Background: an optimization exercise with open tools, aiming at small area, a short achievable clock period and few clock cycles. Do not read the settings as production practice. Only simulation tests tie the RTL to the original design; equivalence was not proved. No activity file was given, so power comes from the tool's default toggle rates.

== job 7675 ==
// cpu
module cpu #(
    parameter int rob_depth = 8
) (
    input  logic                        clk,
    input  logic                        rst,
    input  logic [cpu_pkg::instr_w-1:0] instr,
    input  logic                        instr_valid,
    input  logic [15:0]                 sw,
    output logic                        stall,
    output cpu_pkg::data_t              led,
    output logic                        retire_valid,
    output cpu_pkg::reg_addr_t          retire_rd,
    output cpu_pkg::data_t              retire_value,
    output logic                        retire_write
);
For scale: roughly 1600 cells after synthesis, ~230 flip-flops, ~58 I/O pins.
export LEC_CHECK = 0
export ABC_AREA = 1
export CAP_MARGIN = 20
export CORE_MARGIN = 2
export CORE_UTILIZATION = 40
export SETUP_SLACK_MARGIN = 3.0
export SLEW_MARGIN = 20
export TNS_END_PERCENT = 10
create_clock -name core_clock -period 5.5 [get_ports {clk}]
run.sh (not shown) runs the stock make flow with config.mk's settings and CLKGATE_MAP_FILE= SYNTH_SCRIPT=/design/flow/synth_recipe.tcl, a recipe that flattens the netlist after the stock synthesis.
Testbench counts of job 7675, summed over its fixed seeds: cycles 4,663.
--- input diff job 7675..job 4528 ---
- a deleted TNS_END_PERCENT that had been 10
- a change of SETUP_SLACK_MARGIN from 3.0 to 3.6
## What came out
sky130_fd_sc_hd__clkdlybuf4s50_1 as the worst-path cell with the longest stage delay was reported by job 7675, and sky130_fd_sc_hd__dfxtp_4 by job 4528.
From job 4528 to job 7675, max-capacitance violation count did not move at all.
[compare] base=job 7675 new=job 4528: total congestion overflow after global routing level, fraction of power spent switching nets moved up, fraction of power consumed by the clock network moved down.
Input changes introduced in job 7940 (baseline for comparison: job 4528):
- changing SETUP_SLACK_MARGIN from 3.6 to 3.2
- setting TNS_END_PERCENT to 10 for the first time
### Flow results
- Job 7940 — overall routing resource usage 1.6 points lower, job 4528 as reference
- Relative contribution of combinational cells to total power: lower on job 7940
- In the tables for job 4528 and job 7940, logic depth of the worst setup path including buffers reads higher with job 4528.
- Relative to job 4528, routability congestion estimate decreased by 1.2% in job 7940.
- Cell area after layout improves in job 7940 relative to job 4528.
> inputs changed (job 7940 -> job 3069)
- TNS_END_PERCENT: 10 -> unset
- CTS_CLUSTER_SIZE: unset -> 28
- Job 3069: flow completed, timing, DRC and antenna clean
- Job 7940 -> job 3069: fraction of the yosys area taken by sequential cells delta 0, exact match
- Job 3069 vs job 7940: wire length of the first global-routing pass up slightly
- Relative to job 7940, sequential share of layout area decreased by 0.39 points in job 3069.
- Detailed-route via count across job 7940 and job 3069: no real change.
- Job 7940 was smaller in final cell area than job 3069.


cpu, a different RTL version from the one above (not shown whole).
Size: about 1,600 cells after synthesis, ~230 flip-flops, roughly 58 I/O pins.
export LEC_CHECK = 0
export ABC_AREA = 1
export CAP_MARGIN = 20
export CORE_MARGIN = 2
export CORE_UTILIZATION = 40
export CTS_BUF_LIST = sky130_fd_sc_hd__clkbuf_8
export SETUP_SLACK_MARGIN = 3.2
export SLEW_MARGIN = 20
create_clock -name core_clock -period 5.5 [get_ports {clk}]
The starting point finished with timing, DRC and antenna clean.
Testbench counts at the start, summed over its fixed seeds: cycles 4,663.
Change:
- CTS_BUF_LIST: sky130_fd_sc_hd__clkbuf_8 -> default
After rerunning: The new run went through all stages and came out clean. Non-clock buffer count drops by 2. Worst setup slack is better by 0.034 ns. Design area goes up by 0.68%. Critical path depth drops by 3. Fmax climbs by 1.5%. Worst hold slack degrades by 0.0041 ns. Wire length drops by 0.72%. Combinational power shrinks by about 3%. Count of clock-buffer cells in the layout fell by 8. Final cell count went down by 1.3%.
Change:
- CORE_UTILIZATION: 40 -> 33
=> Sequential power barely changes. Non-clock buffer count climbs by 1. Worst setup slack is worse by 0.012 ns. Maximum frequency drops by 0.52%.


run A:
cpu again, from the RTL that the note above started with.
Design cpu, start of the top module:
module cpu #(
    parameter int rob_depth = 8
) (
    input  logic                        clk,
    input  logic                        rst,
    input  logic [cpu_pkg::instr_w-1:0] instr,
    input  logic                        instr_valid,
    input  logic [15:0]                 sw,
    output logic                        stall,
    output cpu_pkg::data_t              led,
    output logic                        retire_valid,
    output cpu_pkg::reg_addr_t          retire_rd,
    output cpu_pkg::data_t              retire_value,
    output logic                        retire_write
);
export LEC_CHECK = 0
export ABC_AREA = 1
export CAP_MARGIN = 20
export CORE_MARGIN = 2
export CORE_UTILIZATION = 50
export SETUP_SLACK_MARGIN = 3.2
export SLEW_MARGIN = 20
create_clock -name core_clock -period 5.5 [get_ports {clk}]
Testbench counts of run A, summed over its fixed seeds: cycles 4,663.
## Diff of input files: run B against run A
- changing CORE_UTILIZATION from 50 to 40
- changing SETUP_SLACK_MARGIN from 3.2 to 3.1
--- outcome ---
Run B went all the way through synthesis, placement and routing and the layout is clean on timing, DRC and antenna. Peak clock frequency supported by timing on run B is down relative to run A. A critical path endpoint of retire_value[4] is what run B shows, while retire_value[2] belongs to run A. Compared with run A, in run B pin count of the biggest net entering global routing went up 4.5%; share of flip-flops with an asynchronous set or reset after synthesis about even; part of the cycle the worst path needs has increased. [run B vs run A] combinational group power: lower in run B. Taking run A as the reference, in run B final cell count grew by 63, effective utilization at floorplan shrank by 10 points, core utilization shrank by 13 points.
Modified inputs, run C compared to run B
- swapping 20 for 0 in SLEW_MARGIN
- swapping 3.1 for 3.2 in SETUP_SLACK_MARGIN
- swapping 20 for 0 in CAP_MARGIN
### Flow results
In run C, final total power is higher than in run B.
The ratio of final minimum period to clock period reported for run C is smaller than that of run B by 0.46 points.
In the tables for run C and run B, count of non-CTS buffers in the layout reads higher with run C.
Of run C and run B, it is run C that has the lower worst hold slack.
Run C vs run B on sequential share of layout area: run C is the lower one.
Aggregate routed wire length, run C vs run B: up by a few percent


RTL: one of the versions met above, not the one the previous note started from.
For scale: roughly 1200 cells after synthesis, about 58 I/O pins, ~13000 µm² of cells after synthesis.
Settings: LEC_CHECK=0, CAP_MARGIN=20, CORE_MARGIN=2, CORE_UTILIZATION=40, SETUP_SLACK_MARGIN=3.0, SLEW_MARGIN=20; clock period 5.5 ns.
The first run went through all stages and came out clean.
Testbench counts at the start, summed over its fixed seeds: cycles 4,663.
Then changed:
--- a/flow/config.mk
+++ b/flow/config.mk
@@ -7,2 +7,3 @@
 export LEC_CHECK = 0
+export ABC_AREA = 1
 export CAP_MARGIN = 20
@@ -10,3 +11,3 @@
 export CORE_UTILIZATION = 40
-export SETUP_SLACK_MARGIN = 3.0
+export SETUP_SLACK_MARGIN = 3.2
 export SLEW_MARGIN = 20
Total power decreases by 8.5%.
Clock skew increases by 12 ps.
Global-route usage decreases by 2.0 points.
Maximum frequency increases by 11%.
Clock power decreases by about 4%.
Non-clock buffer count decreases by 47.
Wire length decreases by 12%.
Critical path depth decreases by 3.
Then changed:
--- a/flow/config.mk
+++ b/flow/config.mk
@@ -11,3 +11,3 @@
 export CORE_UTILIZATION = 40
-export SETUP_SLACK_MARGIN = 3.2
+export SETUP_SLACK_MARGIN = 3.0
 export SLEW_MARGIN = 20
After rerunning:
- sequential power hardly moves
- combinational power is lower by about 9%
- clock skew hardly moves
- global-route usage is lower by 0.14 points
- first-iteration DRC count is higher by 2.2%
- final cell count is lower by about 1%
- sequential cell count stays the same
- clock-buffer cell count stays the same
- sequential share of layout area is higher by 1.2 points
- final area is lower by 3.3%

==> separate check: timing with driven ports <==
How much do the figures lean on ideal ports? The routed layouts below were timed once more, with nothing changed but the port constraints. Step 1 assumes that a clkbuf_16 drives the clock port and a buf_2 every other input. Step 2, shift: input delay + t, output delay - t, t = (earliest + latest rising clock arrival at the registers) / 2. This alone moves slack from input paths to output paths. Slacks: ideal / step 1 / step 2; pairs: ideal / step 1.
run | t, ns | setup slack, ns | worst hold slack (ns) | latest minus earliest clock arrival (ns) | cell pins on the clock port's net
job 7675 | 0.599 | 2.816 / 2.766 / 2.289 | 0.328 / 0.328 / 0.328 | 0.026 / 0.026 | 1
job 4528 | 0.594 | 3.229 / 3.178 / 3.077 | 0.328 / 0.328 / 0.328 | 0.035 / 0.034 | 1
job 7940 | 0.606 | 2.930 / 2.875 / 2.665 | 0.328 / 0.328 / 0.328 | 0.025 / 0.024 | 1
job 3069 | 0.601 | 3.227 / 3.177 / 2.662 | 0.327 / 0.327 / 0.327 | 0.024 / 0.024 | 1
the first run of note 2 | 0.597 | 3.194 / 3.176 / 2.620 | 0.338 / 0.338 / 0.338 | 0.058 / 0.058 | 1
the second run of note 2 | 0.601 | 3.228 / 3.176 / 2.685 | 0.334 / 0.334 / 0.334 | 0.021 / 0.021 | 1
the third run of note 2 | 0.581 | 3.216 / 3.166 / 2.767 | 0.330 / 0.330 / 0.330 | 0.016 / 0.016 | 1
run A | 0.575 | 3.225 / 3.175 / 2.698 | 0.328 / 0.328 / 0.328 | 0.021 / 0.021 | 1
run B | 0.597 | 3.164 / 3.113 / 2.697 | 0.333 / 0.333 / 0.333 | 0.020 / 0.020 | 1
run C | 0.606 | 3.189 / 3.171 / 2.701 | 0.328 / 0.328 / 0.328 | 0.026 / 0.026 | 1
the first run of note 4 | 0.591 | 2.975 / 2.975 / 2.628 | 0.323 / 0.323 / 0.323 | 0.012 / 0.013 | 1
the second run of note 4 | 0.601 | 3.227 / 3.177 / 2.662 | 0.327 / 0.327 / 0.327 | 0.024 / 0.024 | 1
the third run of note 4 | 0.601 | 3.131 / 3.081 / 2.817 | 0.327 / 0.327 / 0.327 | 0.026 / 0.026 | 1
After both steps setup and hold are still met in every run listed. For the first run of note 2, which loses most, drivers alone change the setup slack by -0.018 ns; drivers and shift together by -0.574 ns.
